Background: an optimization exercise with open tools, aiming at small area, a short achievable clock period and few clock cycles. Do not read the settings as production practice. Where RTL was checked, it was by simulation tests only, not by an equivalence proof against the original. The RTL of runs 1 and 2 was laid out without a check of its function. Power figures rest on the tool's default switching activity, not on a simulated workload.

==> design/flow/design.v <==
package udpb_pkg;
  localparam logic [15:0] IP_VER_TOS = 16'h4500;
  localparam logic [15:0] IP_FLAGS   = 16'h4000;
  localparam logic [7:0]  PROTO_UDP  = 8'd17;
  localparam logic [15:0] LEN_BASE = 16'd28;
  localparam logic [15:0] SUM_BASE = 16'hFFE8;
  localparam logic [31:0] RST_SOURCE_ADDRESS      = 32'h0606_0600;
  localparam logic [31:0] RST_DESTINATION_ADDRESS = 32'h0;
  localparam logic [15:0] RST_SOURCE_PORT         = 16'd6666;
  localparam logic [15:0] RST_DESTINATION_PORT    = 16'd0;
  localparam logic [7:0]  RST_TIME_TO_LIVE        = 8'd50;
  function automatic logic [15:0] add16(input logic [15:0] a, input logic [15:0] b,
                                        input logic cin);
    logic [15:0] g;
    logic [15:0] p;
    logic [15:0] gg;
    logic [15:0] pp;
    logic [15:0] c;
    g  = a & b;
    p  = a ^ b;
    gg = g;
    pp = p;
    for (int l = 0; l < 4; l++) begin
      for (int i = 0; i < 16; i++) begin
        if (((i >> l) & 1) == 1) begin
          gg[i] = gg[i] | (pp[i] & gg[((i >> l) << l) - 1]);
          pp[i] = pp[i] & pp[((i >> l) << l) - 1];
        end
      end
    end
    c[0] = cin;
    for (int i = 1; i < 16; i++) c[i] = gg[i-1] | (pp[i-1] & cin);
    add16 = p ^ c;
  endfunction
  function automatic logic [15:0] oc_add(input logic [15:0] a, input logic [15:0] b);
    logic [15:0] g;
    logic [15:0] p;
    logic [15:0] gg;
    logic [15:0] pp;
    logic [15:0] c;
    g  = a & b;
    p  = a ^ b;
    gg = g;
    pp = p;
    for (int l = 0; l < 4; l++) begin
      for (int i = 0; i < 16; i++) begin
        if (((i >> l) & 1) == 1) begin
          gg[i] = gg[i] | (pp[i] & gg[((i >> l) << l) - 1]);
          pp[i] = pp[i] & pp[((i >> l) << l) - 1];
        end
      end
    end
    c[0] = gg[15];
    for (int i = 1; i < 16; i++) c[i] = gg[i-1] | (pp[i-1] & gg[15]);
    oc_add = p ^ c;
  endfunction
endpackage
module udpb_front
(
  input  logic        clk,
  input  logic        rst,
  input  logic        in_v,
  input  logic [7:0]  in_b,
  input  logic        in_last,
  input  logic        take,
  output logic        go,
  output logic        hold,
  output logic [15:0] job_sum,
  output logic [15:0] job_len,
  output logic        job_ovf
);
  logic [15:0] acc;
  logic [15:0] cnt;
  logic        odd;
  logic        ovf;
  logic        fresh;   
  logic [15:0] acc_b;
  logic [15:0] cnt_b;
  logic        odd_b;
  logic        ovf_b;
  logic        cnt_sat;
  assign go    = in_v & (~hold | take);
  assign acc_b = fresh ? udpb_pkg::SUM_BASE : acc;
  assign cnt_b = fresh ? udpb_pkg::LEN_BASE : cnt;
  assign odd_b = odd;   
  assign ovf_b = ~fresh & ovf;
  assign cnt_sat = &cnt_b;
  always_ff @(posedge clk) begin
    if (go) begin
      acc <= udpb_pkg::oc_add(acc_b, odd_b ? {8'h00, in_b} : {in_b, 8'h00});
      cnt <= cnt_sat ? cnt_b : udpb_pkg::add16(cnt_b, 16'h0000, 1'b1);
      ovf <= ovf_b | cnt_sat;
    end
  end
  always_ff @(posedge clk) begin
    if (rst) begin
      fresh <= 1'b1;
      hold  <= 1'b0;
      odd   <= 1'b0;
    end else begin
      if (go) begin
        fresh <= in_last;
        odd   <= ~odd & ~in_last;
      end
      hold <= (go & in_last) | (hold & ~take);
    end
  end
  assign job_sum = acc;
  assign job_len = cnt;
  assign job_ovf = ovf;
endmodule
module udpb_back
(
  input  logic        clk,
  input  logic        rst,
  input  logic        cfg_write,
  input  logic [31:0] sa,
  input  logic [31:0] da,
  input  logic [15:0] sp,
  input  logic [15:0] dp,
  input  logic [7:0]  ttl,
  input  logic        hold,
  input  logic [15:0] job_sum,
  input  logic [15:0] job_len,
  input  logic        job_ovf,
  output logic        take,
  input  logic        pop,
  output logic        empty,
  output logic [21:0] result
);
  logic        busy;
  logic        pre;
  logic        dirty;
  logic [3:0]  k;
  logic        empty_r;
  logic [15:0] out_word;
  logic        out_lerr;
  logic        out_eoh;
  logic [15:0] blen;
  logic        bovf;
  logic [15:0] acc_ip;
  logic [15:0] acc_udp;
  logic [3:0]  nk;    
  logic        adv;
  logic        start_pre;
  logic [15:0] word;
  assign nk        = (k == 4'd13) ? 4'd0 : k + 4'd1;
  assign adv       = busy & (pre | empty_r | pop);
  assign take      = hold & ((~busy & ~dirty) | (adv & ~pre & (nk == 4'd13)));
  assign start_pre = ~busy & dirty;
  assign empty  = empty_r;
  assign result = {out_word, k, out_lerr, out_eoh};
  always_comb begin
    case (nk)
      4'd0:    word = udpb_pkg::IP_VER_TOS;
      4'd1:    word = blen;
      4'd2:    word = 16'h0000;
      4'd3:    word = udpb_pkg::IP_FLAGS;
      4'd4:    word = {ttl, udpb_pkg::PROTO_UDP};
      4'd5:    word = ~acc_ip;
      4'd6:    word = sa[31:16];
      4'd7:    word = sa[15:0];
      4'd8:    word = da[31:16];
      4'd9:    word = da[15:0];
      4'd10:   word = sp;
      4'd11:   word = dp;
      4'd12:   word = blen;   
      default: word = (&acc_udp) ? 16'hFFFF : ~acc_udp;
    endcase
  end
  always_ff @(posedge clk) begin
    if (rst) begin
      busy    <= 1'b0;
      pre     <= 1'b0;
      dirty   <= 1'b1;
      empty_r <= 1'b1;
    end else begin
      if (take) begin
        busy <= 1'b1;
      end else if (start_pre) begin
        busy <= 1'b1;
        pre  <= 1'b1;
      end else if (adv & (nk == (pre ? 4'd10 : 4'd13))) begin
        busy <= 1'b0;
        pre  <= 1'b0;
      end
      if (cfg_write) begin
        dirty <= 1'b1;
      end else if (start_pre) begin
        dirty <= 1'b0;
      end
      if (adv) begin
        empty_r <= pre;
      end else if (pop) begin
        empty_r <= 1'b1;
      end
    end
  end
  always_ff @(posedge clk) begin
    if (start_pre) begin
      k <= 4'd3;
    end else if (adv) begin
      k <= (pre & (nk == 4'd10)) ? 4'd13 : nk;
    end
    if (take) begin
      blen    <= job_len;
      bovf    <= job_ovf;
    end else if (adv & (nk == 4'd1)) begin
      blen    <= udpb_pkg::add16(blen, 16'hFFEC, 1'b0);
    end
    if (adv) begin
      out_word <= word;
      out_lerr <= bovf;
      out_eoh  <= (nk == 4'd13);
    end
    if (adv) begin
      case (nk)
        4'd1, 4'd2, 4'd3, 4'd4, 4'd7, 4'd8, 4'd9, 4'd10:
          acc_ip <= udpb_pkg::oc_add(acc_ip, out_word);
        4'd5:    acc_ip <= out_word;   
        default: ;
      endcase
    end
    if (take) begin
      acc_udp <= {job_sum[0], job_sum[15:1]};
    end else if (adv) begin
      case (nk)
        4'd2, 4'd7, 4'd8, 4'd9, 4'd10, 4'd11, 4'd12:
          acc_udp <= udpb_pkg::oc_add(acc_udp, out_word);
        4'd3:    acc_udp <= {acc_udp[14:0], acc_udp[15]};
        default: ;
      endcase
    end
  end
endmodule
module udp_ipv4_header_builder_unit
(
  input  logic                   clk,
  input  logic                   rst,
  input  logic                   push,
  output logic                   full,
  input  logic [8:0]             item,
  output logic                   empty,
  input  logic                   pop,
  output logic [21:0]            result,
  input  logic                   cfg_write,
  input  logic [2:0]             cfg_index,
  input  logic [31:0]            cfg_data
);
  logic [31:0] sa;
  logic [31:0] da;
  logic [15:0] sp;
  logic [15:0] dp;
  logic [7:0]  ttl;
  logic        full_r;
  logic        in_v;
  logic [7:0]  in_b;
  logic        in_last;
  logic        accept;
  logic        go;
  logic        hold;
  logic        take;
  logic [15:0] job_sum;
  logic [15:0] job_len;
  logic        job_ovf;
  assign full   = full_r;
  assign accept = push & ~full_r;
  logic [31:0] wd0;   
  logic [31:0] wd1;   
  logic [4:0]  wen;
  assign wd0 = rst ? 32'h0 : cfg_data;
  assign wd1 = rst ? 32'hFFFF_FFFF : cfg_data;
  assign wen[0] = rst | (cfg_write & (cfg_index == 3'd0));
  assign wen[1] = rst | (cfg_write & (cfg_index == 3'd1));
  assign wen[2] = rst | (cfg_write & (cfg_index == 3'd2));
  assign wen[3] = rst | (cfg_write & (cfg_index == 3'd3));
  assign wen[4] = rst | (cfg_write & (cfg_index == 3'd4));
  function automatic logic [31:0] pick(input logic [31:0] rv, input logic [31:0] d0,
                                       input logic [31:0] d1);
    pick = (rv & d1) | (~rv & d0);
  endfunction
  logic [31:0] sa_d;
  logic [31:0] da_d;
  logic [31:0] sp_d;
  logic [31:0] dp_d;
  logic [31:0] ttl_d;
  assign sa_d  = pick(udpb_pkg::RST_SOURCE_ADDRESS, wd0, wd1);
  assign da_d  = pick(udpb_pkg::RST_DESTINATION_ADDRESS, wd0, wd1);
  assign sp_d  = pick(32'(udpb_pkg::RST_SOURCE_PORT), wd0, wd1);
  assign dp_d  = pick(32'(udpb_pkg::RST_DESTINATION_PORT), wd0, wd1);
  assign ttl_d = pick(32'(udpb_pkg::RST_TIME_TO_LIVE), wd0, wd1);
  always_ff @(posedge clk) begin
    if (wen[0]) sa  <= sa_d;
    if (wen[1]) da  <= da_d;
    if (wen[2]) sp  <= sp_d[15:0];
    if (wen[3]) dp  <= dp_d[15:0];
    if (wen[4]) ttl <= ttl_d[7:0];
  end
  always_ff @(posedge clk) begin
    if (rst) begin
      in_v   <= 1'b0;
      full_r <= 1'b0;
    end else begin
      in_v   <= accept | (in_v & ~go);
      full_r <= (accept | (in_v & ~go)) & ((go & in_last) | (hold & ~take));
    end
    if (accept) begin
      in_b    <= item[8:1];
      in_last <= item[0];
    end
  end
  udpb_front u_front (
    .clk     (clk),
    .rst     (rst),
    .in_v    (in_v),
    .in_b    (in_b),
    .in_last (in_last),
    .take    (take),
    .go      (go),
    .hold    (hold),
    .job_sum (job_sum),
    .job_len (job_len),
    .job_ovf (job_ovf)
  );
  udpb_back u_back (
    .clk       (clk),
    .rst       (rst),
    .cfg_write (cfg_write),
    .sa        (sa),
    .da        (da),
    .sp        (sp),
    .dp        (dp),
    .ttl       (ttl),
    .hold      (hold),
    .job_sum   (job_sum),
    .job_len   (job_len),
    .job_ovf   (job_ovf),
    .take      (take),
    .pop       (pop),
    .empty     (empty),
    .result    (result)
  );
endmodule
==> design/flow/flow/run.sh <==
#!/bin/bash
# The standard layout (the standard.sh, synthesis unchanged) with one
# placement setting ORFS reads from the environment:
#  every port still gets a buffer, but of the smallest plain buffer cell
#  (buf_1, which the resizer may upsize) instead of the delay-cell-sized
#  default that buffer_ports picks.

set -euo pipefail
export BUFFER_PORTS_ARGS="-buffer_cell sky130_fd_sc_hd__buf_1"
bash standard.sh > standard.log 2>&1
==> design/flow/standard.sh <==
#!/bin/bash
# synth_recipe.tcl (not shown) runs the flow's synth.tcl, then flattens the netlist and writes it again
# the make line also repeats each setting of config.mk as NAME=value (left out here)
make -C /OpenROAD-flow-scripts/flow DESIGN_CONFIG=/design/flow/config.mk WORK_HOME=/design/flow/orfs CLKGATE_MAP_FILE= SYNTH_SCRIPT=/design/flow/synth_recipe.tcl "${@:-finish}"
==> design/flow/config.mk <==
export PLATFORM = sky130hd
export DESIGN_NAME = udp_ipv4_header_builder_unit
export DESIGN_NICKNAME = udp_ipv4_header_builder_unit
export VERILOG_FILES = /design/flow/design.v
export SDC_FILE = /design/flow/constraint.sdc
export NUM_CORES = 4
export LEC_CHECK = 0
export ABC_CLOCK_PERIOD_IN_PS = 2200
export CAP_MARGIN = 20
export CORE_MARGIN = 2
export CORE_UTILIZATION = 40
export CTS_CLUSTER_DIAMETER = 55
export CTS_CLUSTER_SIZE = 40
export SETUP_SLACK_MARGIN = 2.9
export SLEW_MARGIN = 20
==> design/flow/constraint.sdc <==
create_clock -name core_clock -period 6.0 [get_ports {clk}]
set_input_delay 1.2000 -clock core_clock [delete_from_list [all_inputs] [get_ports {clk}]]
set_output_delay 1.2000 -clock core_clock [all_outputs]
set_load 0.01 [all_outputs]
==> results of run 1 <==
## logic make-up (layout without fill, tap and decap cells)
logic type,Yosys count,count (layout),synth area share
mux,14,14,0.01160
simple gates,362,362,0.1580
buf+inv,75,178,0.02443
compound gates,314,314,0.1680
fa+ha+maj,58,58,0.06087
flops,226,226,0.5415
xor+xnor,50,50,0.03562
## final timing paths
check	to	slack, ns
setup reg to reg	u_back.acc_udp[15]	2.95
hold / removal	u_back.out_lerr	0.43
hold reg to reg	u_back.out_lerr	0.43
setup / recovery	u_front.fresh	2.95
## final cells by class
class / instances / area share
flip-flops and latches: 226 / 0.4704
repair inverters: 1 / 0.0005304
clock buffers: 24 / 0.04093
inverters: 24 / 0.006895
repair buffers: 111 / 0.04314
clock inverters: 18 / 0.01609
multi-input cells: 798 / 0.3870
well taps: 396 / 0.03501
## cell usage in the layout (no fill, tap or decap), types with 18 or more instances in the layout
master	instances
a21oi_1	94
and3_1	18
nor2b_1	66
buf_1	71
xor2_1	29
nand2_1	72
xnor2_1	21
nor2_1	67
buf_4	35
or2_2	31
nand2b_1	19
a22oi_1	21
o21ai_0	56
inv_1	22
edfxtp_1	213
and2_1	18
clkbuf_16	24
ha_1	53
## Yosys cell counts (4+ instances only)
master,n,area [um^2]
nand3_1,9,45.04
a211oi_1,5,37.54
buf_1,6,22.52
or3_1,9,56.30
nor3_1,13,65.06
a221oi_1,19,166.4
a21o_1,14,105.1
a21oi_1,94,470.5
a222oi_1,6,60.06
nand2b_1,19,118.9
edfxtp_1,213,6396
nand4_1,11,68.82
clkbuf_1,39,146.4
nor2_1,67,251.5
xnor2_1,21,183.9
and2_1,18,112.6
a221o_1,4,40.04
o21ai_0,61,305.3
nor2b_1,68,425.4
a32oi_1,15,131.4
dfxtp_1,13,260.3
a211o_1,4,35.03
nor4_1,5,31.28
and3_1,18,112.6
o22ai_1,7,43.79
nand2_1,75,281.5
a22oi_1,22,165.2
a31o_2,4,35.03
o31ai_1,10,75.07
xor2_1,29,254.0
o21bai_1,4,30.03
o211ai_1,4,30.03
inv_1,24,90.09
a31oi_1,8,50.05
or2_2,31,193.9
a22o_1,10,87.58
ha_1,55,688.2
mux2i_1,12,120.1
## registers in the layout (all words and copies together), names as in the netlist, 4 cells and up
register	count
da	32
u_front.cnt	16
u_back.k	4
dp	16
u_back.blen	16
ttl	8
u_back.out_word	16
sp	16
u_back.acc_ip	16
in_b	8
u_front.acc	16
sa	32
u_back.acc_udp	16
## per-stage QoR
step	instance area [um^2]	util	setup WS, ns
6_report	14150	0.4651	2.950
5_1_grt	14150	0.4651	2.778
4_1_cts	13860	0.4555	2.900
3_5_place_dp	12970	0.4263	1.872
3_3_place_gp	12970	0.4263	1.925
2_1_floorplan	12310	-	2.914
## critical path, delay by kind of cell
| family | cells | cell delay (ns) |
|---|---|---|
| compound gates | 3 | 1.05 |
| buf+inv | 2 | 0.79 |
| simple gates | 2 | 0.40 |
## metal layers
layer  share of wire  vias to the layer above
met5               0                        -
met1            0.43                     4523
met3           0.082                       46
met4           0.023                        0
met2            0.46                      364
li1                -                     4375
## what timing repair did
item,4_1_cts,5_1_grt
pin swaps,1,3
buffers inserted,7,19
cloned,1,1
setup endpoints to repair,25,46
hold buffers,0,0
gates resized for setup,6,31
## power breakdown
part | internal [uW] | switching [uW]
clock | 780 | 752
combinational | 872 | 1240
sequential | 2100 | 235
total | 3750 | 2230
==> summary.txt, run 1 <==
status=complete, no violations; CTS sink count=226; Hold Path Cell Cnt=0; Core Region=0.03043 mm^2; Rel. slew slack=0.2846; drt pass-1 iters=7; M2 GR Usage=0.3351; peak supply drop=0.1802 mV; layout cells sized above 1=0.1248; critical path required time=6.40 ns; Reg-to-Reg Start=u_back.out_word[12]; Die Height=179.3 um; FF+latch count, synth=226; htree depth=1; CP startpoint=pop; async set-or-reset flop fraction in the synthesized netlist=0; most used routing layer=met2; RePlAce Congestion=0.8376; Reg clk slew, reported paths=0.08 ns; Inserted Clock Buffers=23; Non-Filler Instances=1598; Hold WS=0.4316 ns; Multi-input gate area=0.005478 mm^2; R2R cell count=8; GR Util All Layers=0.2118; Initial Utilization=0.4040; Post-DP HPWL=24110 um; Ports=73; DRT antenna net count=0; CTS Buffer Depth=3; Tot Pwr=5978 uW; Antenna diodes=0; Layout area overhead=15.14%; Die Wd=179.3 um; IO buf count=72; worst path cell trace=buf_1 > o31ai_4 > or4_1 > o211ai_1 > nand2_1 > clkinvlp_4 > a211o_1; first-pass GRT wire length=51550 um; root buffer cell=clkbuf_16; DRC Markers=0; Final Max Slew Viols=0; Post-synth EDFFs=213; Mapped Nets=1206; RSZ-0062 raised after global routing=yes; Fin. Hold Viols=0; max-capacitance violation count=0; routing usage on met1=0.2992; Worst Setup Start Kind=primary input; crit-path max FO=34; area occupied by registers=0.006658 mm^2; post-synth cell types=69; Largest stage delay, worst path=0.67 ns; initial antenna violation count=0; die area=0.03215 mm^2; Crit path arrival time=3.45 ns; synthesized area=0.01229 mm^2; Mapped Cells=1099; Setup Skew=0.04216 ns; HP Class=flip-flop to flip-flop; drt initial violations=900; cell with the largest stage delay on the worst path=clkinvlp_4; CTS tree=built; Static Leak=0.005094 uW; GRT overflow=0; part of the cycle the worst path needs=0.5084; Site Rows=64; Main synth FF type=edfxtp_1; M3 GR Usage=0.03774; Max Clk Rate=327.8 MHz; Setup crit end kind=flip-flop; CP Class=primary input to flip-flop; Routed WL=34110 um; power per cell area=422.3 mW/mm^2; synth warn=3; Filler cells=2829; vias post-DR=9308; sequential area share after synthesis=0.5415; # setup viols final=0; vias per cell=5.825; HP Start=u_back.bovf; Net count, final=1292; pin count of the biggest net entering global routing=44; synthesized area per cell=11.19 um^2; vias in the first global route=8705; clock latency (worst-skew pair)=0.55 ns; Tmin final=3.050 ns; Cells after DPL=1528; setup tns final=0 ns; post-DR wirelength/cell=21.35 um; Worst Max-Slew Pin Slew=1.070 ns
==> inputs of run 2 (changes only) <==
==> design/flow/flow/run.sh (replaced) <==
#!/bin/bash
# The standard layout (the standard.sh, synthesis unchanged) with
# settings ORFS reads from the environment:
#  - every port still gets a buffer, but of the smallest plain buffer cell
#    (buf_1, which the resizer may upsize) instead of the delay-cell-sized
#    default that buffer_ports picks;
#  - clock tree synthesis with the usual clustering but without the dummy
#    loads it otherwise adds to even out the leaf buffers' loads.
set -euo pipefail
export BUFFER_PORTS_ARGS="-buffer_cell sky130_fd_sc_hd__buf_1"
export CTS_ARGS="-sink_clustering_enable -repair_clock_nets -sink_clustering_size 32 -sink_clustering_max_diameter 70 -dont_use_dummy_load"
bash standard.sh > standard.log 2>&1
--- a/design/flow/config.mk
+++ b/design/flow/config.mk
@@ -9,7 +9,5 @@
 export CAP_MARGIN = 20
 export CORE_MARGIN = 2
 export CORE_UTILIZATION = 40
-export CTS_CLUSTER_DIAMETER = 55
-export CTS_CLUSTER_SIZE = 40
 export SETUP_SLACK_MARGIN = 2.9
 export SLEW_MARGIN = 20
==> summary.txt, run 2 <==
Static Leak=0.004944 uW (-3.0%); pre-CTS WS=1.872 ns (unchanged); IO buf count=72 (unchanged); first-pass GRT wire length=51260 um (-0.56%); Mapped Nets=1206 (unchanged); Antenna diodes=0 (unchanged); GRT overflow=0 (unchanged); Setup crit end kind=flip-flop; cell with the most instances after synthesis=edfxtp_1; RSZ-0062 raised after global routing=yes; Max Clk Rate=330.0 MHz (+0.66%); DRT met1 WL=15280 um (+3.2%); pin count of the biggest net entering global routing=44 (unchanged); setup tns final=0 ns (unchanged); Site Rows=64 (unchanged); CTS Buffer Depth=3 (unchanged); layout cells sized above 1=0.1151 (-0.009733); HP Start=u_back.bovf; Initial Utilization=0.4040 (unchanged); Tmin final=3.030 ns (-0.02014 ns); async set-or-reset flop fraction in the synthesized netlist=0 (unchanged); Reg clk slew, reported paths=0.09 ns (about the same); synthesized area=0.01229 mm^2 (unchanged); Die Height=179.3 um (unchanged); Final Max Slew Viols=0 (unchanged); Filler cells=2866 (+1.3%); post-DR wirelength/cell=21.76 um (+1.9%); Post-DP HPWL=24110 um (unchanged); Core Region=0.03043 mm^2 (unchanged); status=complete, no violations; initial antenna violation count=0 (unchanged); commonest non-fill, non-tap cells in the layout=edfxtp_1 (213), a21oi_1 (93), nand2_1 (72); top cell type's share of synthesized area=0.5203 (unchanged); Post-synth EDFFs=213 (unchanged); sequential area share after synthesis=0.5415 (unchanged); Rel. slew slack=0.3202 (+0.03555); Crit path arrival time=3.04 ns (-0.41 ns); Layout area overhead=12.69%; # setup viols final=0 (unchanged); Area contributors post-synth=edfxtp_1 (52%), ha_1 (5.6%), a21oi_1 (3.8%); DR top layer=met4; Fin. Hold Viols=0 (unchanged); DRT antenna net count=0 (unchanged); vias post-DR=9188 (-1.3%); power per cell area=398.8 mW/mm^2 (-5.6%); FF+latch count, synth=226 (unchanged); htree depth=1 (unchanged); drt initial violations=874 (-2.9%); Reg-to-Reg Start=u_back.acc_udp[5]; Inserted Clock Buffers=18 (-22%); critical path required time=6.01 ns (-0.39 ns); Mapped Cells=1099 (unchanged); drt pass-1 iters=5 (-2); Tot Pwr=5524 uW (-7.6%); final instance area=0.01385 mm^2 (-2.1%); routed wl met2=15500 um (-1.5%); CP Class=primary input to flip-flop; placed cell areas=0.01297 mm^2 (unchanged); part of the cycle the worst path needs=0.5050 (-0.003357); Ports=73 (unchanged); met3 wire length=2602 um (-6.7%); RePlAce Congestion=0.8376 (unchanged); peak supply drop=0.1732 mV (-3.8%); die area=0.03215 mm^2 (unchanged); crit-path max FO=17 (-50%); Setup Skew=0.05494 ns (+0.01278 ns); vias per cell=5.823 (about the same); final core occ=0.4553 (-0.009869); Routed WL=34340 um (+0.67%); synthesized area per cell=11.19 um^2 (unchanged); HP Class=flip-flop to flip-flop; post-synth top area cell=edfxtp_1; Worst Max-Slew Pin Slew=1.020 ns (-0.05047 ns); Top Registers=da: 32 flops, sa: 32 flops; final worst slack=2.970 ns (+0.02014 ns); clock latency (worst-skew pair)=0.53 ns (-0.02 ns); root buffer cell=clkbuf_16; post-synth cell types=69 (unchanged); Worst Setup Start Kind=primary input; max-capacitance violation count=0 (unchanged); Main synth FF type=edfxtp_1; commonest non-fill, non-tap cell in the layout=edfxtp_1; CP startpoint=pop; vias in the first global route=8624 (-0.93%); DRC Markers=0 (unchanged); synth warn=3 (unchanged); synth cell count leaders=edfxtp_1 (213), a21oi_1 (94), nand2_1 (75); Die Wd=179.3 um (unchanged); Net count, final=1291 (-0.077%); GR Util All Layers=0.2108 (-0.0009939); CTS tree=built; CTS sink count=226 (unchanged)
[run 2: area by class of cell]
| cell class | instances | area [um^2] | share of cell area |
|---|---|---|---|
| inverters | 24 | 97.59 | 0.007045 |
| clock buffers | 18 | 450.4 | 0.03251 |
| repair inverters | 2 | 12.51 | 0.0009032 |
| flip-flops and latches | 226 | 6658 | 0.4806 |
| repair buffers | 114 | 640.6 | 0.04624 |
| well taps | 396 | 495.5 | 0.03577 |
| multi-input cells | 798 | 5499 | 0.3969 |
[run 2: kinds of logic after synthesis]
family          after synthesis  synth area share
fa+ha+maj                    58           0.06087
simple gates                362            0.1580
flops                       226            0.5415
compound gates              314            0.1680
xor+xnor                     50           0.03562
buf+inv                      75           0.02443
mux                          14           0.01160
[run 2: worst paths after layout]
| check | end | slack [ns] | depth (start not counted) |
|---|---|---|---|
| worst min-delay path | u_back.out_lerr | 0.43 | 0 |
| worst min register to register | u_back.out_lerr | 0.43 | 0 |
| worst max-delay path | u_front.acc[9] | 2.97 | 6 |
| worst max register to register | u_back.acc_udp[15] | 2.99 | 8 |
[run 2: metal layers]
metal  vias up  global-route usage
li1       4337                   -
met2       320              0.3329
met1      4473              0.2984
met5         -                   0
met3        58             0.03520
met4         0             0.06284
[run 2: what timing repair did]
action,4_1_cts,5_1_grt
gates resized for setup,5,36
hold buffers,0,0
setup endpoints to repair,31,56
pin swaps,1,3
setup buffers,6,22
cloned,1,2
[run 2: metrics by stage]
step                instances  hold slack (ns)
finish                   1578           0.4318
global route             1578           0.4366
CTS                      1553           0.4306
detailed placement       1528           0.4097
global placement         1528           0.4145
floorplan                1099           0.4003
[run 2: power breakdown]
part / total (uW) / internal [uW] / switching, uW
Sequential: 2330 / 2100 / 234
Clock: 1060 / 531 / 531
Combinational: 2130 / 881 / 1250
[run 2: worst max-delay path, cell delays in order]
cell	delay [ns]
buf_1	0.12
o31ai_4	0.38
or4_1	0.19
o211ai_1	0.16
nand2_1	0.26
clkinvlp_2	0.72
==> inputs of run 3 (changes only) <==
--- a/design/flow/design.v
+++ b/design/flow/design.v
@@ -74,21 +74,25 @@
   logic        odd;
   logic        ovf;
   logic        fresh;   
+  logic        c_sat;   
   logic [15:0] acc_b;
   logic [15:0] cnt_b;
   logic        odd_b;
   logic        ovf_b;
   logic        cnt_sat;
+  logic [15:0] cnt_n;
   assign go    = in_v & (~hold | take);
   assign acc_b = fresh ? udpb_pkg::SUM_BASE : acc;
   assign cnt_b = fresh ? udpb_pkg::LEN_BASE : cnt;
   assign odd_b = odd;   
   assign ovf_b = ~fresh & ovf;
-  assign cnt_sat = &cnt_b;
+  assign cnt_sat = ~fresh & c_sat;
+  assign cnt_n   = cnt_sat ? cnt_b : udpb_pkg::add16(cnt_b, 16'h0000, 1'b1);
   always_ff @(posedge clk) begin
     if (go) begin
       acc <= udpb_pkg::oc_add(acc_b, odd_b ? {8'h00, in_b} : {in_b, 8'h00});
-      cnt <= cnt_sat ? cnt_b : udpb_pkg::add16(cnt_b, 16'h0000, 1'b1);
+      cnt   <= cnt_n;
+      c_sat <= cnt_sat | (cnt_b == 16'hFFFE);
       ovf <= ovf_b | cnt_sat;
     end
   end
--- a/design/flow/config.mk
+++ b/design/flow/config.mk
@@ -9,5 +9,5 @@
 export CAP_MARGIN = 20
 export CORE_MARGIN = 2
 export CORE_UTILIZATION = 40
-export SETUP_SLACK_MARGIN = 2.9
+export SETUP_SLACK_MARGIN = 3.2
 export SLEW_MARGIN = 20
==> summary.txt, run 3 <==
GRT overflow=0 (unchanged); Tmin final=2.798 ns (-0.2321 ns); Fin. Hold Viols=0 (unchanged); drt pass-1 iters=5 (unchanged); post-cts hold buffer count=0 (unchanged); GR Util All Layers=0.2079 (-0.002944); vias per cell=5.785 (-0.65%); Setup Skew=0.04100 ns (-0.01394 ns); cell with the most instances after synthesis=edfxtp_1; Antenna diodes=0 (unchanged); clock latency (worst-skew pair)=0.52 ns (about the same); Setup crit end kind=flip-flop; M2 GR Usage=0.3260 (-0.006900); Largest stage delay, worst path=0.54 ns (-0.18 ns); Reg clk slew, reported paths=0.09 ns (about the same); Inserted Clock Buffers=16 (-2); part of the cycle the worst path needs=0.4663 (-0.03869); top cell type's share of synthesized area=0.5162 (-0.004073); Core Region=0.03059 mm^2 (+0.53%); setup tns final=0 ns (unchanged); async set-or-reset flop fraction in the synthesized netlist=0 (unchanged); CP Class=flip-flop to flip-flop; Static Leak=0.005083 uW (+2.8%); drt initial violations=847 (-3.1%); post-synth cell types=91 (+32%); HP Class=flip-flop to flip-flop; commonest non-fill, non-tap cell in the layout=edfxtp_1; Post-synth EDFFs=214 (+0.47%); DRC Markers=0 (unchanged); first-pass GRT wire length=52870 um (+3.1%); vias post-DR=9458 (+2.9%); peak supply drop=0.1785 mV (+3.0%); Site Rows=64 (unchanged); max-capacitance violation count=0 (unchanged); htree depth=1 (unchanged); CTS Buffer Depth=3 (unchanged); RePlAce Congestion=0.8164 (-2.5%); Tot Pwr=5396 uW (-2.3%); sequential area share after synthesis=0.5371 (-0.004336); critical path required time=6.34 ns (+0.33 ns); die area=0.03255 mm^2 (+1.2%); synth warn=3 (unchanged); synthesized area=0.01245 mm^2 (+1.3%); Mapped Nets=1234 (+2.3%); M3 GR Usage=0.03375 (-0.001448); Filler cells=2872 (+0.21%); crit-path leading delay family=compound AO/OA/AOI/OAI gates; Rel. slew slack=0.2890 (-0.03116); Ports=73 (unchanged); Worst Max-Slew Pin Slew=1.064 ns (+0.04391 ns); routing usage on met1=0.2965 (-0.001903); Layout area overhead=17.00%; Max Clk Rate=357.4 MHz (+8.3%); crit-path max FO=8 (-9); root buffer cell=clkbuf_16; IO buf count=72 (unchanged); Crit path arrival time=3.14 ns (+0.10 ns); synth cell count leaders=edfxtp_1 (214), nand2_1 (112), nor2_1 (76); # setup viols final=0 (unchanged); Area contributors post-synth=edfxtp_1 (52%), ha_1 (5.6%), nand2_1 (3.4%); synthesized area per cell=11.06 um^2 (-1.2%); most used routing layer=met2; initial antenna violation count=0 (unchanged); DRT antenna net count=0 (unchanged); CTS tree=built; worst path cell trace=ha_1 > a21o_1 > a31o_2 > o21bai_1 > a21oi_1 > fa_1 > nand2_1 > o21ai_0 > a21oi_2; Net count, final=1349 (+4.5%); Post-DP HPWL=23650 um (-1.9%); pin count of the biggest net entering global routing=58 (+32%); Initial Utilization=0.4069 (+0.002957); commonest non-fill, non-tap cells in the layout=edfxtp_1 (214), nand2_1 (107), nor2_1 (74); Mapped Cells=1126 (+2.5%); cell with the largest stage delay on the worst path=edfxtp_1; RSZ-0062 raised after global routing=yes; Main synth FF type=edfxtp_1; WP buf/inv=0 (-2); status=complete, no violations; Worst Setup Start Kind=flip-flop; Die Height=180.4 um (+0.62%); layout cells sized above 1=0.1889 (+0.07380); CTS sink count=227 (+0.44%); Die Wd=180.4 um (+0.62%); post-DR wirelength/cell=21.44 um (-1.5%); power per cell area=370.5 mW/mm^2 (-7.1%); Top Registers=da: 32 flops, sa: 32 flops; Routed WL=35060 um (+2.1%); post-synth top area cell=edfxtp_1; vias in the first global route=9022 (+4.6%); FF+latch count, synth=227 (+0.44%); Final Max Slew Viols=0 (unchanged)
## run 3: changes by cell type after synthesis, moves of 7 or more
cell and change:
nand3_1 +18, a21oi_1 -21, nand2_1 +37, xor2_1 -10
a221oi_1 +9, nor2_1 +9, a22o_1 -7, and3_1 -9
## run 3: metal layers
layer,vias to the layer above,share of wire,wire [um]
met5,-,0,0
met4,0,0.028,993
met3,63,0.078,2725
met2,352,0.45,15890
met1,4592,0.44,15460
li1,4451,-,-
## run 3: cell families after synthesis
| group | Yosys count | share of synthesized area |
|---|---|---|
| fa+ha+maj | 59 | 0.06111 |
| xor+xnor | 46 | 0.03237 |
| buf+inv | 74 | 0.02643 |
| compound gates | 292 | 0.1618 |
| flops | 227 | 0.5371 |
| simple gates | 418 | 0.1727 |
| mux | 10 | 0.008443 |
## run 3: area by class of cell
cell class              instances  area, um^2  area share
flip-flops and latches        227        6698      0.4599
multi-input cells             826        5984      0.4109
repair buffers                142       858.3     0.05893
well taps                     396       495.5     0.03402
clock buffers                  16       400.4     0.02749
inverters                      26       115.1    0.007904
repair inverters                2       12.51   0.0008591
## run 3: stage by stage
step                cell area [um^2]  setup slack (ns)  hold slack (ns)  instances    util
floorplan                      12660             2.964           0.4003       1126       -
global placement               13250             2.284           0.4410       1558  0.4331
detailed placement             13250             2.217           0.4440       1558  0.4331
CTS                            13950             3.096           0.4744       1597  0.4561
global route                   14560             3.068           0.4732       1635  0.4761
finish                         14560             3.202           0.4721       1635  0.4761
## run 3: final timing paths
kind | startpoint | end | slack, ns | cells after the start
setup / recovery | u_back.out_word[11] | u_back.acc_udp[0] | 3.20 | 9
hold / removal | u_back.bovf | u_back.out_lerr | 0.47 | 0
setup reg to reg | u_back.out_word[11] | u_back.acc_udp[0] | 3.20 | 9
hold reg to reg | u_back.bovf | u_back.out_lerr | 0.47 | 0
## run 3: worst register-to-register path, delay by kind of cell (launching register included)
kind | cells | cell delay, ns
simple gates | 1 | 0.08
flops | 1 | 0.54
fa+ha+maj | 2 | 0.88
compound gates | 6 | 1.14
## run 3: report_power, final
group / leakage, uW / switching, uW / internal (uW)
Combinational: 0.00273 / 1190 / 887
Clock: 0.000197 / 520 / 475
Sequential: 0.00216 / 236 / 2080
## run 3: repair_timing
item,in CTS,in global routing
pin swaps,2,31
resized for setup,26,66
setup endpoints to repair,125,77
cloned,2,1
buffers inserted,21,37
Testbench counts of run 3, summed over its fixed seeds: cycles 55,014.
==> inputs of run 4 (changes only) <==
--- a/design/flow/config.mk
+++ b/design/flow/config.mk
@@ -9,5 +9,5 @@
 export CAP_MARGIN = 20
 export CORE_MARGIN = 2
 export CORE_UTILIZATION = 40
-export SETUP_SLACK_MARGIN = 3.2
+export SETUP_SLACK_MARGIN = 3.35
 export SLEW_MARGIN = 20
==> summary.txt, run 4 <==
Post-synth EDFFs=214 (unchanged); Die Height=180.4 um (unchanged); die area=0.03255 mm^2 (unchanged); setup tns final=0 ns (unchanged); status=complete, no violations; Net count, final=1407 (+4.3%); routed wl met2=16790 um (+5.7%); Largest stage delay, worst path=0.41 ns (-0.13 ns); first-pass GRT wire length=52500 um (-0.70%); net load switching power=2036 uW (+4.5%); Flop pwr share=0.408 (-0.022); vias per cell=5.731 (-0.92%); RePlAce Congestion=0.8325 (+2.0%); # setup viols final=0 (unchanged); Initial Utilization=0.4069 (unchanged); vias post-DR=9703 (+2.6%); commonest non-fill, non-tap cells in the layout=edfxtp_1 (214), buf_4 (118), nand2_1 (106); drt pass-1 iters=7 (+2); Area contributors post-synth=edfxtp_1 (52%), ha_1 (5.6%), nand2_1 (3.4%); crit-path max FO=6 (-2); R2R cell count=10 (+1); Mapped Nets=1234 (unchanged); Hold WS=0.4375 ns (-0.03460 ns); IO buf count=72 (unchanged); DRT met1 WL=16090 um (+4.1%); Main synth FF type=edfxtp_1; post-cts hold buffer count=0 (unchanged); area occupied by registers=0.006698 mm^2 (unchanged); initial antenna violation count=0 (unchanged); CP Depth=10 (+1); Max Clk Rate=362.0 MHz (+1.3%); WP buf/inv=1 (+1); DRC Markers=0 (unchanged); layout cells sized above 1=0.2490 (+0.06017); Antenna diodes=0 (unchanged); RSZ-0062 raised after global routing=yes; synth cell count leaders=edfxtp_1 (214), nand2_1 (112), nor2_1 (76); Static Leak=0.005442 uW (+7.0%); Site Rows=64 (unchanged); power per cell area=369.5 mW/mm^2 (-0.26%); max-capacitance violation count=0 (unchanged); DRT antenna net count=0 (unchanged); Final Max Slew Viols=0 (unchanged); crit-path leading delay family=compound AO/OA/AOI/OAI gates; part of the cycle the worst path needs=0.4604 (-0.005968); met3 wire length=2143 um (-21%); synth warn=3 (unchanged); post-synth top area cell=edfxtp_1; Worst Setup Start Kind=flip-flop; Filler cells=2754 (-4.1%); CTS tree=built; Rel. slew slack=0.2827 (-0.006330); drt initial violations=856 (+1.1%); Post-DP HPWL=23360 um (-1.2%); Tmin final=2.762 ns (-0.03581 ns); CTS Buffer Depth=3 (unchanged); Inserted Clock Buffers=16 (unchanged); async set-or-reset flop fraction in the synthesized netlist=0 (unchanged); Hold Path Cell Cnt=0 (unchanged); htree depth=1 (unchanged); worst path cell trace=buf_8 > or2_4 > ha_4 > a21oi_4 > o21ai_4 > a221oi_4 > o221ai_2 > a221o_1 > a21oi_2 > xnor2_1; Reg clk slew, reported paths=0.07 ns (-0.02 ns); Sw Ratio=0.3575 (-0.003615); cell with the largest stage delay on the worst path=a221oi_4; peak supply drop=0.2136 mV (+20%); synthesized area=0.01245 mm^2 (unchanged); cell with the most instances after synthesis=edfxtp_1; CTS sink count=227 (unchanged); GRT overflow=0 (unchanged); Mapped Cells=1126 (unchanged); Routed WL=35550 um (+1.4%); commonest non-fill, non-tap cell in the layout=edfxtp_1; pin count of the biggest net entering global routing=58 (unchanged); GR Util All Layers=0.2053 (-0.002609); vias in the first global route=8992 (-0.33%); HP Class=flip-flop to flip-flop; final core occ=0.5040 (+0.02785); DR top layer=met4; Die Wd=180.4 um (unchanged); Comb pwr share=0.418 (+0.033); Fin. Hold Viols=0 (unchanged); root buffer cell=clkbuf_16; synthesized area per cell=11.06 um^2 (unchanged); internal cell power=3660 uW (+6.2%); critical path required time=6.21 ns (-0.13 ns); CP Class=flip-flop to flip-flop; sequential area share after synthesis=0.5371 (unchanged); Clock Power Share=0.174 (-0.010); Worst Max-Slew Pin Slew=1.073 ns (+0.009470 ns); post-synth cell types=91 (unchanged); post-DR wirelength/cell=21.00 um (-2.1%); Layout area overhead=23.84%; FF+latch count, synth=227 (unchanged); Ports=73 (unchanged); Multi-input gate area=0.006342 mm^2 (+6.0%); Setup Skew=0.05278 ns (+0.01178 ns); top cell type's share of synthesized area=0.5162 (unchanged); Core Region=0.03059 mm^2 (unchanged); Crit path arrival time=2.97 ns (-0.17 ns); Setup crit end kind=flip-flop; Top Registers=da: 32 flops, sa: 32 flops; clock latency (worst-skew pair)=0.52 ns (about the same)
## run 4: through the flow
stage / cell area (um^2) / power, uW / setup WS, ns / cells
after floorplan: 12710 / 3628 / 2.941 / 1126
after global placement: 13280 / 4127 / 2.368 / 1558
after detailed placement: 13280 / 4157 / 2.270 / 1558
after CTS: 14410 / 5305 / 3.255 / 1625
after global routing: 15420 / 6001 / 3.169 / 1693
final: 15420 / 5697 / 3.238 / 1693
## run 4: per-layer routing
| layer | up-vias | GRT usage |
|---|---|---|
| li1 | 4570 | - |
| met1 | 4774 | 0.3024 |
| met2 | 324 | 0.3324 |
| met3 | 35 | 0.01960 |
| met4 | 0 | 0.03935 |
| met5 | - | 0 |
## run 4: cell type report
| type | count | area share |
|---|---|---|
| Sequential cell | 227 | 0.4345 |
| Multi-Input combinational cell | 825 | 0.4114 |
| Timing Repair Buffer | 199 | 0.08563 |
| Tap cell | 396 | 0.03214 |
| Clock buffer | 16 | 0.02597 |
| Inverter | 26 | 0.008360 |
| Timing Repair inverter | 4 | 0.002029 |
## run 4: what timing repair did
action,CTS,global route
endpoints found under the setup margin,128,48
gates cloned,3,2
buffers inserted,48,66
endpoints found under the hold margin,0,0
pin swaps,19,57
resized for setup,67,96
## run 4: logic make-up after synthesis
logic type	after synthesis	share of synthesized area
buffers and inverters	74	0.02643
and+or+nand+nor	418	0.1727
adders and majority gates	59	0.06111
xor gates and xnor gates	46	0.03237
AOI/OAI and AO/OA	292	0.1618
DFF	227	0.5371
muxes	10	0.008443
## run 4: power by group through the flow
stage / combinational [uW] / clock, uW / sequential (uW)
after floorplan: 1390 / 0 / 2230
after detailed placement: 1770 / 0 / 2380
final: 2380 / 989 / 2330
after global routing: 2600 / 1060 / 2340
after CTS: 1980 / 1010 / 2320
after global placement: 1740 / 0 / 2380
## run 4: final timing paths
path / start / endpoint / slack (ns)
min: u_back.bovf / u_back.out_lerr / 0.44
max reg2reg: u_front.fresh / u_front.acc[14] / 3.24
max: u_front.fresh / u_front.acc[14] / 3.24
min reg2reg: u_back.bovf / u_back.out_lerr / 0.44
==> inputs of run 5 (changes only) <==
--- a/design/flow/config.mk
+++ b/design/flow/config.mk
@@ -9,5 +9,5 @@
 export CAP_MARGIN = 20
 export CORE_MARGIN = 2
 export CORE_UTILIZATION = 40
-export SETUP_SLACK_MARGIN = 3.35
+export SETUP_SLACK_MARGIN = 2.9
 export SLEW_MARGIN = 20
==> summary.txt, run 5 <==
Die Wd=180.4 um (unchanged); GR Util All Layers=0.1972 (-0.008038); GRT overflow=0 (unchanged); setup tns final=0 ns (unchanged); Core Region=0.03059 mm^2 (unchanged); Fin. Hold Viols=0 (unchanged); critical path required time=6.23 ns (+0.02 ns); vias post-DR=9113 (-6.1%); net load switching power=1833 uW (-10%); commonest non-fill, non-tap cell in the layout=edfxtp_1; Setup Skew=0.06466 ns (+0.01188 ns); Max Clk Rate=332.1 MHz (-8.3%); Post-DP HPWL=23390 um (+0.13%); crit-path max FO=22 (+16); Post-synth EDFFs=214 (unchanged); Mapped Nets=1234 (unchanged); async set-or-reset flop fraction in the synthesized netlist=0 (unchanged); synth cell count leaders=edfxtp_1 (214), nand2_1 (112), nor2_1 (76); cell with the most instances after synthesis=edfxtp_1; pin count of the biggest net entering global routing=41 (-29%); Flop pwr share=0.461 (+0.053); Mapped Cells=1126 (unchanged); RePlAce Congestion=0.8281 (-0.53%); post-DR wirelength/cell=20.56 um (-2.1%); Comb pwr share=0.353 (-0.065); final instance area=0.01364 mm^2 (-12%); internal cell power=3281 uW (-10%); Reg clk slew, reported paths=0.11 ns (+0.04 ns); top cell type's share of synthesized area=0.5162 (unchanged); Top Registers=da: 32 flops, sa: 32 flops; Clock Power Share=0.186 (+0.012); vias per cell=5.760 (+0.51%); clock latency (worst-skew pair)=0.51 ns (about the same); Worst Max-Slew Pin Slew=1.004 ns (-0.06937 ns); Layout area overhead=9.539%; Initial Utilization=0.4069 (unchanged); HP Class=flip-flop to flip-flop; initial antenna violation count=0 (unchanged); Sw Ratio=0.3584 (+0.0009433); IO buf count=72 (unchanged); power per cell area=375.0 mW/mm^2 (+1.5%); Net count, final=1296 (-7.9%); Area contributors post-synth=edfxtp_1 (52%), ha_1 (5.6%), nand2_1 (3.4%); Setup crit end kind=flip-flop; layout cells sized above 1=0.09949 (-0.1495); RSZ-0062 raised after global routing=yes; Final Max Slew Viols=0 (unchanged); Tot Pwr=5113 uW (-10%); Inserted Clock Buffers=15 (-1); final core occ=0.4458 (-0.05821); Main synth FF type=edfxtp_1; commonest non-fill, non-tap cells in the layout=edfxtp_1 (214), nand2_1 (111), nor2_1 (75); root buffer cell=clkbuf_16; Routed WL=32530 um (-8.5%); worst path cell trace=buf_4 > or2_2 > ha_1 > nand2_1 > o21ai_4 > nand2b_1 > o21a_2 > o31a_4 > nor4b_1 > a2111oi_1; sequential area share after synthesis=0.5371 (unchanged); drt pass-1 iters=5 (-2); Worst Setup Start Kind=flip-flop; peak supply drop=0.1730 mV (-19%); synthesized area per cell=11.06 um^2 (unchanged); Rel. slew slack=0.3257 (+0.04301); status=complete, no violations; Ports=73 (unchanged); Static Leak=0.004725 uW (-13%); FF+latch count, synth=227 (unchanged); first-pass GRT wire length=50690 um (-3.4%); DRC Markers=0 (unchanged); drt initial violations=842 (-1.6%); Tmin final=3.011 ns (+0.2486 ns); CTS tree=built; max-capacitance violation count=0 (unchanged); synth warn=3 (unchanged); Crit path arrival time=3.24 ns (+0.27 ns); synthesized area=0.01245 mm^2 (unchanged); vias in the first global route=8763 (-2.5%); cell with the largest stage delay on the worst path=dfxtp_4; post-synth top area cell=edfxtp_1; Hold WS=0.4753 ns (+0.03776 ns); die area=0.03255 mm^2 (unchanged); part of the cycle the worst path needs=0.5018 (+0.04144); Antenna diodes=0 (unchanged); post-cts hold buffer count=0 (unchanged); CTS Buffer Depth=3 (unchanged); post-synth cell types=91 (unchanged); Site Rows=64 (unchanged); DRT antenna net count=0 (unchanged); CTS sink count=227 (unchanged); htree depth=1 (unchanged); Die Height=180.4 um (unchanged); Largest stage delay, worst path=0.44 ns (+0.03 ns); placed cell areas=0.01315 mm^2 (-1.0%); CP Class=flip-flop to flip-flop; # setup viols final=0 (unchanged)
[run 5: cell counts after synthesis]
Identical to the previous run, type by type.
[run 5: per-layer routing]
metal  vias up  share of wire  wire, um  GRT usage
met3        33          0.058      1881    0.02546
met5         -              0         0          0
met4         0          0.016       520    0.04065
met1      4462           0.47     15210     0.2890
li1       4355              -         -          -
met2       263           0.46     14920     0.3147
[run 5: worst paths after layout]
kind | start | slack, ns | cells past startpoint | end
max | u_front.fresh | 2.99 | 10 | u_front.acc[15]
min | u_front.ovf | 0.48 | 0 | u_back.bovf
max reg2reg | u_front.fresh | 2.99 | 10 | u_front.acc[15]
min reg2reg | u_front.ovf | 0.48 | 0 | u_back.bovf
[run 5: repair_timing]
item / in CTS / in global routing
pin swaps: 1 / 1
endpoints found under the hold margin: 0 / 0
buffers inserted: 1 / 3
resized for setup: 4 / 17
endpoints found under the setup margin: 18 / 37
[run 5: cell families (layout without fill, tap and decap cells)]
kind of cell,count (synthesis),after routing,synth area share
AO/OA/AOI/OAI,292,292,0.1618
flip-flops,227,227,0.5371
adder cells (fa/ha/maj),59,59,0.06111
XOR/XNOR,46,46,0.03237
AND/OR/NAND/NOR,418,418,0.1727
buffers and inverters,74,134,0.02643
multiplexers,10,10,0.008443
[run 5: layout make-up]
type,count,area (um^2)
Timing Repair Buffer,93,441.7
Tap cell,396,495.5
Clock buffer,15,375.4
Fill cell,2922,16950
Multi-Input combinational cell,825,5519
Sequential cell,227,6695
Inverter,26,108.9
[run 5: worst max-delay path, delay by kind of cell, from the launching register on]
family          cells  cell delay [ns]
flops               1             0.44
buf+inv             1             0.23
simple gates        4             0.70
compound gates      4             1.01
fa+ha+maj           1             0.38
[run 5: stage by stage]
| stage | setup WS (ns) | std cells |
|---|---|---|
| finish | 2.989 | 1582 |
| global route | 2.747 | 1582 |
| CTS | 2.909 | 1579 |
| detailed placement | 2.238 | 1563 |
| global placement | 2.305 | 1563 |
| floorplan | 2.945 | 1126 |
[run 5: power groups by stage]
stage / clock network [uW] / registers (uW) / logic (uW)
after floorplan: 0 / 2230 / 1380
after global placement: 0 / 2390 / 1730
after detailed placement: 0 / 2390 / 1760
after CTS: 973 / 2350 / 1770
after global routing: 1020 / 2380 / 2040
final: 950 / 2360 / 1810
==> inputs of run 6 (changes only) <==
--- a/design/flow/config.mk
+++ b/design/flow/config.mk
@@ -9,5 +9,5 @@
 export CAP_MARGIN = 20
 export CORE_MARGIN = 2
 export CORE_UTILIZATION = 40
-export SETUP_SLACK_MARGIN = 2.9
+export SETUP_SLACK_MARGIN = 3.1
 export SLEW_MARGIN = 20
==> summary.txt, run 6 <==
Cells after DPL=1564 (+0.064%); Inserted Clock Buffers=16 (+1); synthesized area=0.01245 mm^2 (unchanged); net load switching power=1889 uW (+3.1%); Reg-to-Reg End=u_front.acc[15]; Net count, final=1327 (+2.4%); Ports=73 (unchanged); Worst R2R Setup Slack=3.14 ns (+0.15 ns); Layout area overhead=13.64%; Main synth FF type=edfxtp_1; Reg-to-Reg Start=u_front.fresh; Synth Area in Simple Gates=0.1727 (unchanged); initial antenna violation count=0 (unchanged); Initial Utilization=0.4069 (unchanged); R2R cell count=10 (unchanged); final core occ=0.4625 (+0.01669); commonest non-fill, non-tap cells in the layout=edfxtp_1 (214), nand2_1 (109), nor2_1 (75); part of the cycle the worst path needs=0.4762 (-0.02557); Rel. slew slack=0.2795 (-0.04621); area occupied by registers=0.006693 mm^2 (about the same); critical path required time=6.24 ns (about the same); post-synthesis adder-cell area fraction=0.06111 (unchanged); cell with the largest stage delay on the worst path=dfxtp_2; drt initial violations=884 (+5.0%); async set-or-reset flop fraction in the synthesized netlist=0 (unchanged); Top Registers=da: 32 flops, sa: 32 flops; Reg clk slew, reported paths=0.10 ns (about the same); FF+latch count, synth=227 (unchanged); vias in the first global route=8731 (-0.37%); Clock Power Share=0.187 (about the same); pin count of the biggest net entering global routing=58 (+41%); Post-synth EDFFs=214 (unchanged); synth warn=3 (unchanged); Hold WS=0.4826 ns (+0.007337 ns); Mapped Cells=1126 (unchanged); Multi-input gate area=0.005753 mm^2 (+4.2%); Worst Setup Start Kind=flip-flop; post-DR wirelength/cell=20.90 um (+1.7%); Antenna diodes=0 (unchanged); sequential area share after synthesis=0.5371 (unchanged); Largest stage delay, worst path=0.35 ns (-0.09 ns); Setup crit end kind=flip-flop; Crit path arrival time=3.10 ns (-0.14 ns); Hold Path Cell Cnt=0 (unchanged); Routed WL=33720 um (+3.7%); mux cell area share after synthesis=0.008443 (unchanged); worst path cell trace=buf_8 > or2_2 > ha_4 > and3_4 > nand4_1 > nand2b_4 > o21a_2 > o31a_4 > nor4b_1 > a2111oi_1; post-synth cell types=91 (unchanged); root buffer cell=clkbuf_16; Die Height=180.4 um (unchanged); Compound-Gate Fraction of Synth Area=0.1618 (unchanged); synthesized area per cell=11.06 um^2 (unchanged); CP Class=flip-flop to flip-flop; crit-path max FO=22 (unchanged); CP startpoint=u_front.fresh; # setup viols final=0 (unchanged); post-synth top area cell=edfxtp_1; die area=0.03255 mm^2 (unchanged); clock latency (worst-skew pair)=0.52 ns (about the same); DRT antenna net count=0 (unchanged); RSZ-0062 raised after global routing=yes; internal cell power=3401 uW (+3.7%); status=complete, no violations; max-capacitance violation count=0 (unchanged); Final Max Slew Viols=0 (unchanged); GRT overflow=0 (unchanged); cell with the most instances after synthesis=edfxtp_1; drt pass-1 iters=5 (unchanged); vias per cell=5.741 (-0.33%); CTS sink count=227 (unchanged); Post-DP HPWL=23510 um (+0.47%); HP Start=u_front.ovf; first-pass GRT wire length=51130 um (+0.86%); Tmin final=2.857 ns (-0.1534 ns); CTS Buffer Depth=3 (unchanged); HP Class=flip-flop to flip-flop; Sw Ratio=0.3571 (-0.001321); Die Wd=180.4 um (unchanged); post-cts hold buffer count=0 (unchanged); Filler cells=2860 (-2.1%); Static Leak=0.004917 uW (+4.1%); IO buf count=72 (unchanged); Comb pwr share=0.372 (+0.019); peak supply drop=0.1591 mV (-8.0%); Fin. Hold Viols=0 (unchanged); top cell type's share of synthesized area=0.5162 (unchanged); layout cells sized above 1=0.1446 (+0.04512); Tot Pwr=5289 uW (+3.4%); DRC Markers=0 (unchanged); hold-critical path endpoint=u_back.bovf; CTS tree=built; GR Util All Layers=0.1984 (+0.001197); Site Rows=64 (unchanged); htree depth=1 (unchanged); RePlAce Congestion=0.8498 (+2.6%); setup tns final=0 ns (unchanged); Worst Max-Slew Pin Slew=1.077 ns (+0.07306 ns); power per cell area=373.9 mW/mm^2 (-0.29%); Flop pwr share=0.441 (-0.020); Setup Skew=0.05261 ns (-0.01205 ns); synth cell count leaders=edfxtp_1 (214), nand2_1 (112), nor2_1 (76); Non-Filler Instances=1613 (+2.0%); combinational family with the most area after synthesis=simple AND/OR/NAND/NOR gates; Area contributors post-synth=edfxtp_1 (52%), ha_1 (5.6%), nand2_1 (3.4%); Mapped Nets=1234 (unchanged); commonest non-fill, non-tap cell in the layout=edfxtp_1; xor and xnor area share after synthesis=0.03237 (unchanged); Core Region=0.03059 mm^2 (unchanged); Max Clk Rate=350.0 MHz (+5.4%); vias post-DR=9261 (+1.6%)
-- run 6: cell counts after synthesis --
Identical to the previous run, type by type.
-- run 6: layout make-up --
| class | count | area share |
|---|---|---|
| timing repair buffer | 121 | 0.04785 |
| clock buffer | 16 | 0.02830 |
| tap | 396 | 0.03503 |
| sequential | 227 | 0.4731 |
| timing repair inverter | 2 | 0.0008845 |
| multi-input combinational | 825 | 0.4067 |
| inverter | 26 | 0.008137 |
-- run 6: worst max-delay path by stage --
stage,end,slack (ns),cells after the start
floorplan,u_front.acc[0],2.94,7
global placement,u_back.acc_udp[9],2.15,11
detailed placement,u_back.acc_udp[14],2.10,11
CTS,u_front.acc[5],3.07,8
global route,u_front.acc[5],3.02,10
finish,u_front.acc[15],3.14,10
-- run 6: stage by stage --
stage	area [um^2]	worst slack (ns)
floorplan	12550	2.941
global placement	13220	2.147
detailed placement	13220	2.096
CTS	13800	3.072
global route	14150	3.017
finish	14150	3.143
-- run 6: power by group through the flow --
stage          registers, uW  logic [uW]  clock network [uW]
3_3_place_gp            2380        1750                   0
3_5_place_dp            2380        1780                   0
2_1_floorplan           2230        1380                   0
4_1_cts                 2340        1820                1010
5_1_grt                 2350        2190                1060
6_report                2330        1970                 989
-- run 6: cells by family after synthesis --
group | Yosys count
compound gates | 292
xor+xnor | 46
fa+ha+maj | 59
buf+inv | 74
flops | 227
mux | 10
simple gates | 418
-- run 6: metal layers --
metal	wire, um	global-route usage	vias up	part of all wire
met5	0	0	-	0
met4	592	0.04290	0	0.018
met3	2172	0.02405	38	0.064
met2	15470	0.3182	295	0.46
met1	15480	0.2896	4517	0.46
li1	-	-	4411	-
-- run 6: critical path: cells and delay by family (launching register included) --
family                     cells  cell delay (ns)
AOI/OAI and AO/OA              3             0.79
adders and majority gates      1             0.30
buffers and inverters          1             0.16
DFF                            1             0.35
and+or+nand+nor                5             1.01
-- run 6: what timing repair did --
item / in CTS / in global routing
setup buffers: 6 / 24
cloned: 0 / 3
setup endpoints to repair: 91 / 64
pin swaps: 5 / 9
resized for setup: 26 / 29
==> inputs of run 7 (changes only) <==
--- a/design/flow/flow/run.sh
+++ b/design/flow/flow/run.sh
@@ -8,5 +8,5 @@
 #    loads it otherwise adds to even out the leaf buffers' loads.
 set -euo pipefail
 export BUFFER_PORTS_ARGS="-buffer_cell sky130_fd_sc_hd__buf_1"
-export CTS_ARGS="-sink_clustering_enable -repair_clock_nets -sink_clustering_size 32 -sink_clustering_max_diameter 70 -dont_use_dummy_load"
+export CTS_ARGS="-sink_clustering_enable -repair_clock_nets -sink_clustering_size 24 -sink_clustering_max_diameter 100 -dont_use_dummy_load"
 bash standard.sh > standard.log 2>&1
==> summary.txt, run 7 <==
Routed WL=33720 um (about the same); commonest non-fill, non-tap cells in the layout=edfxtp_1 (214), nand2_1 (109), nor2_1 (75); Setup crit end kind=flip-flop; status=complete, no violations; Top Registers=da: 32 flops, sa: 32 flops; pre-CTS WS=2.096 ns (unchanged); post-synth top area cell=edfxtp_1; routed wl met2=15560 um (+0.58%); CTS Buffer Depth=3 (unchanged); first-pass GRT wire length=51180 um (+0.11%); Area contributors post-synth=edfxtp_1 (52%), ha_1 (5.6%), nand2_1 (3.4%); peak supply drop=0.1764 mV (+11%); Filler cells=2859 (-0.035%); DR top layer=met4; worst path cell trace=buf_8 > or2_2 > ha_4 > and3_4 > nand4_1 > nand2b_4 > o21a_2 > o31a_4 > nor4b_1 > a2111oi_1; Setup Skew=0.06660 ns (+0.01398 ns); R2R cell count=10 (unchanged); Net count, final=1322 (-0.38%); critical path required time=6.22 ns (-0.02 ns); synth cell count leaders=edfxtp_1 (214), nand2_1 (112), nor2_1 (76); HP Class=flip-flop to flip-flop; Inserted Clock Buffers=13 (-3); Site Rows=64 (unchanged); Non-Filler Instances=1608 (-0.31%); post-synth cell types=91 (unchanged); met3 wire length=2046 um (-5.8%); Crit path arrival time=3.11 ns (about the same); Layout area overhead=13.03%; die area=0.03255 mm^2 (unchanged); GR Util All Layers=0.1991 (+0.0006376); synthesized area per cell=11.06 um^2 (unchanged); CTS tree=built; drt pass-1 iters=5 (unchanged); CP Depth=10 (unchanged); Initial Utilization=0.4069 (unchanged); Static Leak=0.004894 uW (-0.48%); CTS sink count=227 (unchanged); Cells after DPL=1564 (unchanged); crit-path leading delay family=simple AND/OR/NAND/NOR gates; commonest non-fill, non-tap cell in the layout=edfxtp_1; Die Wd=180.4 um (unchanged); Fin. Hold Viols=0 (unchanged); Largest stage delay, worst path=0.38 ns (+0.03 ns); FF+latch count, synth=227 (unchanged); final instance area=0.01407 mm^2 (-0.54%); Mapped Nets=1234 (unchanged); DRT antenna net count=0 (unchanged); Ports=73 (unchanged); cell with the most instances after synthesis=edfxtp_1; cell with the largest stage delay on the worst path=dfxtp_4; RePlAce Congestion=0.8498 (unchanged); # setup viols final=0 (unchanged); Max Clk Rate=346.8 MHz (-0.92%); CP Class=flip-flop to flip-flop; final worst slack=3.116 ns (-0.02643 ns); Post-synth EDFFs=214 (unchanged); power per cell area=367.6 mW/mm^2 (-1.7%); pin count of the biggest net entering global routing=58 (unchanged); Final Max Slew Viols=0 (unchanged); Mapped Cells=1126 (unchanged); DRC Markers=0 (unchanged); Core Region=0.03059 mm^2 (unchanged); DRT met1 WL=15610 um (+0.84%); htree depth=1 (unchanged); setup tns final=0 ns (unchanged); Main synth FF type=edfxtp_1; Antenna diodes=0 (unchanged); RSZ-0062 raised after global routing=yes; initial antenna violation count=0 (unchanged); Reg clk slew, reported paths=0.10 ns (about the same); Worst Setup Start Kind=flip-flop; top cell type's share of synthesized area=0.5162 (unchanged); GRT overflow=0 (unchanged); Worst Max-Slew Pin Slew=1.056 ns (-0.02046 ns); Post-DP HPWL=23510 um (unchanged); root buffer cell=clkbuf_16; part of the cycle the worst path needs=0.4807 (+0.004405); sequential area share after synthesis=0.5371 (unchanged); async set-or-reset flop fraction in the synthesized netlist=0 (unchanged); max-capacitance violation count=0 (unchanged); vias in the first global route=8752 (+0.24%); Tmin final=2.884 ns (+0.02643 ns); post-DR wirelength/cell=20.97 um (+0.31%); Rel. slew slack=0.2932 (+0.01369); vias post-DR=9227 (-0.37%); Hold Path Cell Cnt=0 (unchanged); drt initial violations=875 (-1.0%); layout cells sized above 1=0.1427 (-0.001879); Tot Pwr=5172 uW (-2.2%); IO buf count=72 (unchanged); vias per cell=5.738 (about the same); clock latency (worst-skew pair)=0.50 ns (-0.02 ns); WP buf/inv=1 (unchanged); synthesized area=0.01245 mm^2 (unchanged); Die Height=180.4 um (unchanged); synth warn=3 (unchanged); crit-path max FO=22 (unchanged); placed cell areas=0.01322 mm^2 (unchanged)
[run 7: cell counts after synthesis]
No cell type changed its count.
[run 7: final cells by class]
cell class,count,area (um^2),share of cell area
Sequential cell,227,6693,0.4757
Multi-Input combinational cell,825,5748,0.4085
Timing Repair Buffer,119,678.2,0.04820
Tap cell,396,495.5,0.03522
Clock buffer,13,325.3,0.02312
Inverter,26,117.6,0.008359
Timing Repair inverter,2,12.51,0.0008893
[run 7: logic make-up (layout without fill, tap and decap cells)]
| kind of cell | Yosys count | after routing | synth area share |
|---|---|---|---|
| AOI/OAI and AO/OA | 292 | 292 | 0.1618 |
| xor gates and xnor gates | 46 | 46 | 0.03237 |
| adders and majority gates | 59 | 59 | 0.06111 |
| buffers and inverters | 74 | 160 | 0.02643 |
| DFF | 227 | 227 | 0.5371 |
| muxes | 10 | 10 | 0.008443 |
| and+or+nand+nor | 418 | 418 | 0.1727 |
[run 7: per-layer routing]
layer,GRT usage,vias up
met5,0,-
met4,0.03968,0
met3,0.02223,31
met2,0.3224,286
met1,0.2904,4507
li1,-,4403
[run 7: per-stage QoR]
step | utilization | hold slack [ns]
3_5_place_dp | 0.4321 | 0.4364
4_1_cts | 0.4490 | 0.4147
2_1_floorplan | - | 0.4003
3_3_place_gp | 0.4321 | 0.4408
6_report | 0.4600 | 0.4064
5_1_grt | 0.4600 | 0.4201
[run 7: power breakdown]
group          switching, uW  internal, uW  leakage (uW)
registers                241          2080       0.00215
logic                   1140           823       0.00258
clock network            499           391      0.000160
total                   1880          3300       0.00489
[run 7: final timing paths]
kind | start | end | slack (ns)
max reg2reg | u_front.fresh | u_front.acc[15] | 3.12
max | u_front.fresh | u_front.acc[15] | 3.12
min reg2reg | u_back.bovf | u_back.out_lerr | 0.41
min | u_back.bovf | u_back.out_lerr | 0.41
[run 7: what timing repair did]
action / 4_1_cts / 5_1_grt
buffers inserted: 7 / 21
cloned: 1 / 2
setup endpoints to repair: 107 / 41
hold endpoints to repair: 0 / 0
hold buffers: 0 / 0
gates resized for setup: 28 / 31
pin swaps: 7 / 9

## re-timing with driven ports
The flow's constraints put no driver on any port. The routed layouts listed below were extracted and timed again, unchanged, in two steps.
Step 1, drivers: a clkbuf_16 drives clk and a buf_2 each remaining input, both assumed.
Step 2 adds t to the input delays and takes it off the output delays; t is the mean of the earliest and latest rising clock arrival at the registers after step 1. Input paths then give back, and output paths get back, about the clock's delay inside the block.
Slacks: ideal / step 1 / step 2; pairs: ideal / step 1.
| run | t, ns | slack for setup (ns) | hold WS [ns] | latest minus earliest clock arrival (ns) | pins driven straight from the clock port |
|---|---|---|---|---|---|
| run 1 | 0.580 | 2.950 / 2.953 / 2.400 | 0.432 / 0.432 / 0.432 | 0.046 / 0.046 | 1 |
| run 2 | 0.549 | 2.970 / 2.989 / 2.449 | 0.432 / 0.432 / 0.432 | 0.065 / 0.065 | 1 |
| run 3 | 0.537 | 3.202 / 3.202 / 2.786 | 0.472 / 0.472 / 0.472 | 0.064 / 0.064 | 1 |
| run 4 | 0.531 | 3.238 / 3.238 / 2.894 | 0.438 / 0.438 / 0.438 | 0.065 / 0.065 | 1 |
| run 5 | 0.522 | 2.989 / 2.989 / 2.583 | 0.475 / 0.475 / 0.475 | 0.083 / 0.083 | 1 |
| run 6 | 0.537 | 3.143 / 3.143 / 2.766 | 0.483 / 0.483 / 0.483 | 0.069 / 0.069 | 1 |
| run 7 | 0.516 | 3.116 / 3.116 / 2.731 | 0.406 / 0.406 / 0.406 | 0.067 / 0.066 | 1 |
After both steps every run listed still meets setup and hold. For run 1, which loses most, drivers alone change the setup slack by +0.003 ns; drivers and shift together by -0.550 ns.
